What follows belongs to an exercise in optimizing a design on an open flow for small area, a short achievable clock period and few clock cycles per item; a production flow would make more cautious choices.
RTL that was checked went through simulation tests only; none was proved equivalent to the original.

// aes128_enc
module aes128_enc (
	input  wire                      clock_clk_i,
	input  wire                      arst_n_i,
	input  wire                      in_req_i,
	output logic                     in_ack_o,
	input  wire aes_pkg::aes_block_u plaintext_i,
	input  wire aes_pkg::aes_block_u key_i,
	output logic                     out_req_o,
	input  wire                      out_ack_i,
	output aes_pkg::aes_block_u      ciphertext_o
);
	logic ack_q;
	logic                a_valid_q;
	logic                a_parked_q;
	logic                a_first_q;
	aes_pkg::aes_byte_t  a_rcon_q;
	aes_pkg::aes_block_u a_state_q;
	aes_pkg::aes_block_u a_key_q;
	logic                b_valid_q;
	logic                b_parked_q;
	logic                b_first_q;
	aes_pkg::aes_byte_t  b_rcon_q;
	logic [16*12-1:0]    b_mid_q;
	aes_pkg::aes_block_u b_key_q;
	logic [4*4-1:0]      b_kmid_q;
	logic                capture_q;
	logic                deliver_q;
	logic                park_q;
	logic                out_full_q;
	logic                out_req_q;
	aes_pkg::aes_block_u ct_q;
	logic [16*12-1:0]    mid;
	logic [4*4-1:0]      kmid;
	aes_pkg::aes_block_u sub_state;
	aes_pkg::aes_word_t  key_sub;
	aes_pkg::aes_block_u round_key;
	aes_pkg::aes_block_u mix_state;
	aes_pkg::aes_block_u final_out;
	aes_pkg::aes_block_u mix_kept;
	aes_pkg::aes_block_u whitened;
	aes_pkg::aes_block_u add_key;
	aes_pkg::aes_block_u state_next;
	logic other_parked;
	logic out_full_next;
	logic n_done;
	logic n_deliver;
	logic n_park;
	logic n_capture;
	assign other_parked = a_valid_q && a_parked_q;
	assign out_full_next = deliver_q || (out_full_q && (out_req_q || out_ack_i));
  ...
Size in the first run: ~6000 cells after synthesis, about 750 flip-flops, roughly 390 I/O pins, roughly 0.058 mm² of cells after synthesis.
==> flow/config.mk <==
export PLATFORM = sky130hd
export DESIGN_NAME = aes128_enc
export DESIGN_NICKNAME = aes128_enc
export VERILOG_FILES = /design/flow/design.v
export SDC_FILE = /design/flow/constraint.sdc
export NUM_CORES = 4
export LEC_CHECK = 0
export CAP_MARGIN = 20
export CORE_MARGIN = 2
export CORE_UTILIZATION = 40
export GPL_TIMING_DRIVEN = 1
export SLEW_MARGIN = 20
export SYNTH_HIERARCHICAL = 1
==> flow/constraint.sdc <==
create_clock -name core_clock -period 10.0 [get_ports {clock_clk_i}]
set_input_delay 2.0000 -clock core_clock [delete_from_list [all_inputs] [get_ports {clock_clk_i}]]
set_output_delay 2.0000 -clock core_clock [all_outputs]
set_load 0.01 [all_outputs]
standard.sh (not shown) runs the stock make flow with config.mk's settings and CLKGATE_MAP_FILE= SYNTH_SCRIPT=/design/flow/synth_recipe.tcl, a recipe that flattens the netlist after the stock synthesis.
==> flow/flow/run.sh <==
#!/bin/bash
# Standard layout (the standard.sh, unchanged synthesis) with the
# resizer asked for more setup margin than the 10 ns clock needs, so that it
# sizes up the slow XOR chains, and plain buffers on the ports; the clock
# period and constraints are the standard flow's.
cp standard.sh standard_sh.log
export SETUP_SLACK_MARGIN=6.2
export BUFFER_PORTS_ARGS="-buffer_cell sky130_fd_sc_hd__buf_2"
bash standard.sh > standard.log 2>&1
The first run completed with no timing, DRC or antenna violations.
Testbench counts at the start, summed over its fixed seeds: cycles 3,880, items 384.
Next try:
--- a/flow/flow/run.sh
+++ b/flow/flow/run.sh
@@ -6,3 +6,3 @@
 cp standard.sh standard_sh.log
-export SETUP_SLACK_MARGIN=6.2
+export SETUP_SLACK_MARGIN=6.0
 export BUFFER_PORTS_ARGS="-buffer_cell sky130_fd_sc_hd__buf_2"
--- a/flow/config.mk
+++ b/flow/config.mk
@@ -10,3 +10,2 @@
 export CORE_UTILIZATION = 40
-export GPL_TIMING_DRIVEN = 1
 export SLEW_MARGIN = 20
- via count decreases by 0.42%
- critical path depth decreases by 1
- worst setup slack got worse by 0.29 ns
- core utilization decreases by 1.1 points
- non-clock buffer count decreases by 42
- wire length decreases by 0.56%
- hold slack barely changes
- register-to-register slack got worse by 0.29 ns


aes128_enc, a different RTL version from the one above (not shown whole).
Size: ~6200 cells after synthesis, ~880 flip-flops.
export LEC_CHECK = 0
export CAP_MARGIN = 20
export CORE_MARGIN = 2
export CORE_UTILIZATION = 40
export SLEW_MARGIN = 20
export SYNTH_HIERARCHICAL = 1
create_clock -name core_clock -period 10.0 [get_ports {clock_clk_i}]
==> flow/flow/run.sh <==
#!/bin/bash
# Standard layout (the standard.sh, unchanged synthesis) with the
# resizer asked for more setup margin than the 10 ns clock needs, so that it
# sizes up the slow XOR chains, and plain buffers on the ports; the clock
# period and constraints are the standard flow's.
cp standard.sh standard_sh.log
export SETUP_SLACK_MARGIN=6.8
export BUFFER_PORTS_ARGS="-buffer_cell sky130_fd_sc_hd__buf_2"
bash standard.sh > standard.log 2>&1
The baseline passed the timing, design-rule and antenna checks.
Testbench counts at the start, summed over its fixed seeds: cycles 3,880, items 384.
==> next run, changes <==
--- a/flow/flow/run.sh
+++ b/flow/flow/run.sh
@@ -6,3 +6,3 @@
 cp standard.sh standard_sh.log
-export SETUP_SLACK_MARGIN=6.8
+export SETUP_SLACK_MARGIN=6.2
 export BUFFER_PORTS_ARGS="-buffer_cell sky130_fd_sc_hd__buf_2"
=> Register-to-register slack degrades by 0.47 ns. Wire length went down by a few percent. Final area drops by roughly a tenth. Synthesized area is unchanged. Final cell count fell by a few percent. Hold slack improves by 0.0090 ns.
==> next run, changes <==
--- a/flow/flow/run.sh
+++ b/flow/flow/run.sh
@@ -6,3 +6,3 @@
 cp standard.sh standard_sh.log
-export SETUP_SLACK_MARGIN=6.2
+export SETUP_SLACK_MARGIN=6.5
 export BUFFER_PORTS_ARGS="-buffer_cell sky130_fd_sc_hd__buf_2"
Result: The new run finished clean; global-route usage went up by 0.11 points; die area does not change; maximum frequency went up by 7.4%; first-iteration DRC count stays the same; synthesized cell count is unchanged; final cell count goes up by 0.48%; utilization grows by 1.5 points; design area increases by 3.6%.
==> next run, changes <==
--- a/flow/flow/run.sh
+++ b/flow/flow/run.sh
@@ -6,3 +6,3 @@
 cp standard.sh standard_sh.log
-export SETUP_SLACK_MARGIN=6.5
+export SETUP_SLACK_MARGIN=6.6
 export BUFFER_PORTS_ARGS="-buffer_cell sky130_fd_sc_hd__buf_2"
Effect: Fmax went up by about 0.5%; non-clock buffer count went up by 60; core utilization went up by 1.2 points; worst setup slack improves by 0.018 ns; routed wire length went up by about 0.7%; sequential share of layout area went down by 0.68 points; die area does not change.


RTL: one of the versions met above, not the one the previous note started from.
Size: about 6,000 cells after synthesis, about 750 flip-flops.
==> flow/design.v (excerpt) <==
module aes128_enc (
	input  wire                      clock_clk_i,
	input  wire                      arst_n_i,
	input  wire                      in_req_i,
	output logic                     in_ack_o,
	input  wire aes_pkg::aes_block_u plaintext_i,
	input  wire aes_pkg::aes_block_u key_i,
	output logic                     out_req_o,
	input  wire                      out_ack_i,
	output aes_pkg::aes_block_u      ciphertext_o
);
	logic ack_q;
	logic                a_valid_q;
	logic                a_parked_q;
	logic                a_first_q;
	aes_pkg::aes_byte_t  a_rcon_q;
	aes_pkg::aes_block_u a_state_q;
	aes_pkg::aes_block_u a_key_q;
	logic                b_valid_q;
	logic                b_parked_q;
	logic                b_first_q;
	aes_pkg::aes_byte_t  b_rcon_q;
	logic [16*12-1:0]    b_mid_q;
	aes_pkg::aes_block_u b_key_q;
	logic [4*4-1:0]      b_kmid_q;
	logic                capture_q;
	logic                deliver_q;
	logic                park_q;
	logic                out_full_q;
	logic                out_req_q;
	aes_pkg::aes_block_u ct_q;
	logic [16*12-1:0]    mid;
	logic [4*4-1:0]      kmid;
	aes_pkg::aes_block_u sub_state;
	aes_pkg::aes_word_t  key_sub;
	aes_pkg::aes_block_u round_key;
	aes_pkg::aes_block_u mix_state;
	aes_pkg::aes_block_u final_out;
	aes_pkg::aes_block_u mix_kept;
	aes_pkg::aes_block_u whitened;
	aes_pkg::aes_block_u add_key;
	aes_pkg::aes_block_u state_next;
	logic other_parked;
	logic out_full_next;
	logic n_done;
	logic n_deliver;
	logic n_park;
	logic n_capture;
	assign other_parked = a_valid_q && a_parked_q;
  ...
clock: 10.0 ns
lec_check: 0
cap_margin: 20
core_margin: 2
core_utilization: 40
cts_buf_list: sky130_fd_sc_hd__clkbuf_8
slew_margin: 20
synth_hierarchical: 1
==> flow/flow/run.sh <==
#!/bin/bash
# Standard layout (the standard.sh, unchanged synthesis) with the
# resizer asked for more setup margin than the 10 ns clock needs, so that it
# sizes up the slow XOR chains, and plain buffers on the ports; the clock
# period and constraints are the standard flow's.
cp standard.sh standard_sh.log
export SETUP_SLACK_MARGIN=6.2
export BUFFER_PORTS_ARGS="-buffer_cell sky130_fd_sc_hd__buf_2"
bash standard.sh > standard.log 2>&1
The baseline passed the timing, design-rule and antenna checks.
Testbench counts at the start, summed over its fixed seeds: cycles 3,880, items 384.
==> next run, changes <==
CORE_UTILIZATION = 55   (was 40)
CTS_BUF_LIST = unset   (was sky130_fd_sc_hd__clkbuf_8)
Worst hold slack improved by 0.0086 ns.
Synthesized area is unchanged.
Die area goes down by a quarter to a third.
Global-route usage goes up by 7.5 points.
==> next run, changes <==
CORE_UTILIZATION = 40   (was 55)
Outcome:
- The changed run completed without violations
- die area goes up by about 37%
- wire length goes up by about 4.3%
- final area goes up by 0.74%
- count of clock-buffer cells in the layout goes up by 8
- global-route usage goes down by 7.7 points
- register-to-register slack gets better by 0.06 ns
- area after synthesis is unchanged
- synthesized cell count is unchanged
==> next run, changes <==
--- a/flow/flow/run.sh
+++ b/flow/flow/run.sh
@@ -5,5 +5,5 @@
 # period and constraints are the standard flow's.
 cp standard.sh standard_sh.log
-export SETUP_SLACK_MARGIN=6.2
+export SETUP_SLACK_MARGIN=6.35
 export BUFFER_PORTS_ARGS="-buffer_cell sky130_fd_sc_hd__buf_2"
 bash standard.sh > standard.log 2>&1
=>
- The changed run produced a clean layout
- setup slack improved by 0.0050 ns
- cell count rises by 0.70%
- die area is unchanged
- non-clock buffer count rose by 54
- routed wire length goes up by 1.4%
- final area goes up by 2.8%
- register-to-register slack hardly moves
- utilization goes up by 1.3 points


Setup of run D:
aes128_enc, a different RTL version from the one above (not shown whole).
Size: ~6200 cells after synthesis, roughly 840 flip-flops, ~60000 µm² of cells after synthesis.
export LEC_CHECK = 0
export CAP_MARGIN = 20
export CORE_MARGIN = 2
export CORE_UTILIZATION = 40
export SLEW_MARGIN = 20
export SYNTH_HIERARCHICAL = 1
create_clock -name core_clock -period 10.0 [get_ports {clock_clk_i}]
==> flow/flow/run.sh <==
#!/bin/bash
# Standard layout (the standard.sh, unchanged synthesis) with the
# resizer asked for more setup margin than the 10 ns clock needs, so that it
# sizes up the slow XOR chains, and plain buffers on the ports; the clock
# period and constraints are the standard flow's.
cp standard.sh standard_sh.log
export SETUP_SLACK_MARGIN=6.65
export BUFFER_PORTS_ARGS="-buffer_cell sky130_fd_sc_hd__buf_2"
bash standard.sh > standard.log 2>&1
Ran to the end and failed final checks on antenna violations: run D.
For run K, these inputs were changed with respect to run D:
-- flow/flow/run.sh --
<<< run D, line 7
export SETUP_SLACK_MARGIN=6.65
>>> run K, line 7
export SETUP_SLACK_MARGIN=6.75
==> comparison <==
Taking run D as the reference, in run K routed wire length increased by about 1.8% relative to the old numbers, first-pass GRT wire length increased by 1.0% relative to the old numbers, tap cell instance count closely matched the old numbers, clock period minus worst slack decreased by 0.10 ns relative to the old numbers.
Between run D and run K, non-clock buffer contribution to total cell area increased.
Run K finished all stages; the layout is clean.
Highest attainable clock frequency was lower in run D than in run K.
Function was not checked in any run of this note: the RTL went through the layout flow alone.


aes128_enc, a different RTL version from the one above (not shown whole).
For scale: roughly 6100 cells after synthesis, ~840 flip-flops, ~390 I/O pins, roughly 60000 um^2 of cells after synthesis.
Settings: LEC_CHECK=0, CAP_MARGIN=20, CORE_MARGIN=2, CORE_UTILIZATION=40, SLEW_MARGIN=20, SYNTH_HIERARCHICAL=1; clock period 10.0 ns.
==> flow/flow/run.sh <==
#!/bin/bash
# Standard layout (the standard.sh, unchanged synthesis) with the
# resizer asked for more setup margin than the 10 ns clock needs, so that it
# sizes up the slow XOR chains, and plain buffers on the ports; the clock
# period and constraints are the standard flow's.
cp standard.sh standard_sh.log
export SETUP_SLACK_MARGIN=6.5
export BUFFER_PORTS_ARGS="-buffer_cell sky130_fd_sc_hd__buf_2"
bash standard.sh > standard.log 2>&1
Testbench counts at the start, summed over its fixed seeds: cycles 3,880, items 384.
Change:
- CTS_CLUSTER_DIAMETER: not set -> 60
- CTS_CLUSTER_SIZE: not set -> 20
Final area barely changes; maximum frequency barely changes; sequential cell count does not change; utilization is about the same; setup slack gets worse by 0.0051 ns; sequential share of layout area hardly moves.
Change:
--- a/flow/flow/run.sh
+++ b/flow/flow/run.sh
@@ -8 +8 @@
-export BUFFER_PORTS_ARGS="-buffer_cell sky130_fd_sc_hd__buf_2"
+export BUFFER_PORTS_ARGS="-buffer_cell sky130_fd_sc_hd__buf_1"
- CTS_CLUSTER_DIAMETER: 60 -> not set
- CTS_CLUSTER_SIZE: 20 -> not set
=> The new run passed the timing, design-rule and antenna checks. Utilization falls by 0.41 points. First-iteration DRC count falls by 4.2%. Worst setup slack loses 0.077 ns.


aes128_enc, a different RTL version from the one above (not shown whole).
For scale: about 6000 cells after synthesis, ~750 flip-flops, roughly 390 I/O pins.
export LEC_CHECK = 0
export CAP_MARGIN = 20
export CORE_MARGIN = 2
export CORE_UTILIZATION = 40
export SLEW_MARGIN = 20
export SYNTH_HIERARCHICAL = 1
create_clock -name core_clock -period 10.0 [get_ports {clock_clk_i}]
==> flow/flow/run.sh <==
#!/bin/bash
# Standard layout (the standard.sh, unchanged synthesis) with the
# resizer asked for more setup margin than the 10 ns clock needs, so that it
# sizes up the slow XOR chains; the clock period and constraints are the standard flow's.
cp standard.sh standard_sh.log
export SETUP_SLACK_MARGIN=6.5
bash standard.sh > standard.log 2>&1
Testbench counts at the start, summed over its fixed seeds: cycles 3,880, items 384.
Change:
==> flow/flow/run.sh (replaced) <==
#!/bin/bash
# Standard layout (the standard.sh, unchanged synthesis) with the
# resizer asked for more setup margin than the 10 ns clock needs, so that it
# sizes up the slow XOR chains, and plain buffers on the ports; the clock
# period and constraints are the standard flow's.
cp standard.sh standard_sh.log
export SETUP_SLACK_MARGIN=6.2
export BUFFER_PORTS_ARGS="-buffer_cell sky130_fd_sc_hd__buf_2"
bash standard.sh > standard.log 2>&1
Sequential share of layout area went up by 2.3 points.
Wire length drops by 3.3%.
Clock-buffer cell count rises by 13.


== Q ==
Starting RTL as in the previous note.
clock: 10.0 ns
lec_check: 0
cap_margin: 20
core_margin: 2
core_utilization: 40
slew_margin: 20
synth_hierarchical: 1
run.sh (not shown) runs the stock make flow with config.mk's settings and CLKGATE_MAP_FILE= SYNTH_SCRIPT=/design/flow/synth_recipe.tcl, a recipe that flattens the netlist after the stock synthesis.
Stock flow here: none of the scripts above is used.
Q reached the end of the flow, and the finished layout is clean on the timing, design-rule and antenna checks.
Testbench counts of Q, summed over its fixed seeds: cycles 3,880, items 384.
The inputs of P differ from those of Q as listed below.
==> flow/flow/run.sh (new file) <==
#!/bin/bash
# Standard layout (the standard.sh, unchanged synthesis) with the
# resizer asked for more setup margin than the 10 ns clock needs, so that it
# sizes up the slow XOR chains, and plain buffers on the ports; the clock
# period and constraints are the standard flow's.
cp standard.sh standard_sh.log
export SETUP_SLACK_MARGIN=6.6
export BUFFER_PORTS_ARGS="-buffer_cell sky130_fd_sc_hd__buf_2"
bash standard.sh > standard.log 2>&1
==> flow/standard.sh (new file) <==
#!/bin/bash
# synth_recipe.tcl (not shown) runs the flow's synth.tcl, then flattens the netlist and writes it again
# the make line also repeats each setting of config.mk as NAME=value (left out here)
make -C /OpenROAD-flow-scripts/flow DESIGN_CONFIG=/design/flow/config.mk WORK_HOME=/design/flow/orfs CLKGATE_MAP_FILE= SYNTH_SCRIPT=/design/flow/synth_recipe.tcl "${@:-finish}"
removed: flow/run.sh
==> run summary <==
- [P] final worst-path cycle share fell 12 points relative to Q
- Diff Q -> P | first-pass GRT wire length | up by a few percent
- On count of cell instances traversed by the critical path: P sits above Q.
- [compare] base=Q new=P: wire length on met2 rose by about 9%; post-route cell area has increased; ratio of cells with drive above 1 in the final layout now larger.
- Max number of gates given a new drive strength after cts across P and Q: P
- [P] total met3 wirelength after detailed routing rose 39% relative to Q

port drivers added, routing unchanged:
The results above use ideal ports. As a check the final layouts listed here were re-extracted and re-timed, cells and wires unchanged.
Step 1 (the two cells are an assumption about what drives the block):
set clk [get_ports {clock_clk_i}]
set_driving_cell -lib_cell sky130_fd_sc_hd__clkbuf_16 $clk
set_driving_cell -lib_cell sky130_fd_sc_hd__buf_2 [delete_from_list [all_inputs] $clk]
Step 2 adds t to the input delays and takes it off the output delays; t is the mean of the earliest and latest rising clock arrival at the registers after step 1. Input paths then give back, and output paths get back, about the clock's delay inside the block.
a / b / c = ideal / step 1 / step 2; a / b = the first two.
run	shift t [ns]	setup WS [ns]	pins driven straight from the clock port
the first run of note 1	0.801	6.296 / 6.296 / 6.296	1
the second run of note 1	0.804	6.010 / 6.010 / 6.010	1
the first run of note 2	0.796	6.507 / 6.424 / 6.491	1
the second run of note 2	0.796	6.234 / 6.234 / 6.234	1
the third run of note 2	0.800	6.495 / 6.407 / 6.468	1
the fourth run of note 2	0.796	6.513 / 6.429 / 6.472	1
the first run of note 3	0.970	6.251 / 6.224 / 6.251	1
the second run of note 3	0.746	6.240 / 6.240 / 6.240	1
the third run of note 3	0.801	6.296 / 6.296 / 6.296	1
the fourth run of note 3	0.793	6.301 / 6.301 / 6.301	1
run D	0.790	6.572 / 6.572 / 6.328	1
run K	0.795	6.675 / 6.665 / 6.336	1
the first run of note 5	0.800	6.506 / 6.419 / 6.370	1
the second run of note 5	0.791	6.501 / 6.415 / 6.269	1
the third run of note 5	0.797	6.424 / 6.401 / 6.423	1
the first run of note 6	0.784	6.403 / 6.403 / 5.935	1
the second run of note 6	0.798	6.202 / 6.202 / 6.202	1
Q	0.772	5.265 / 5.265 / 5.265	1
P	0.784	6.452 / 6.452 / 6.452	1
For the first run of note 6, which loses most, drivers alone change the setup slack by 0.000 ns; drivers and shift together by -0.468 ns.
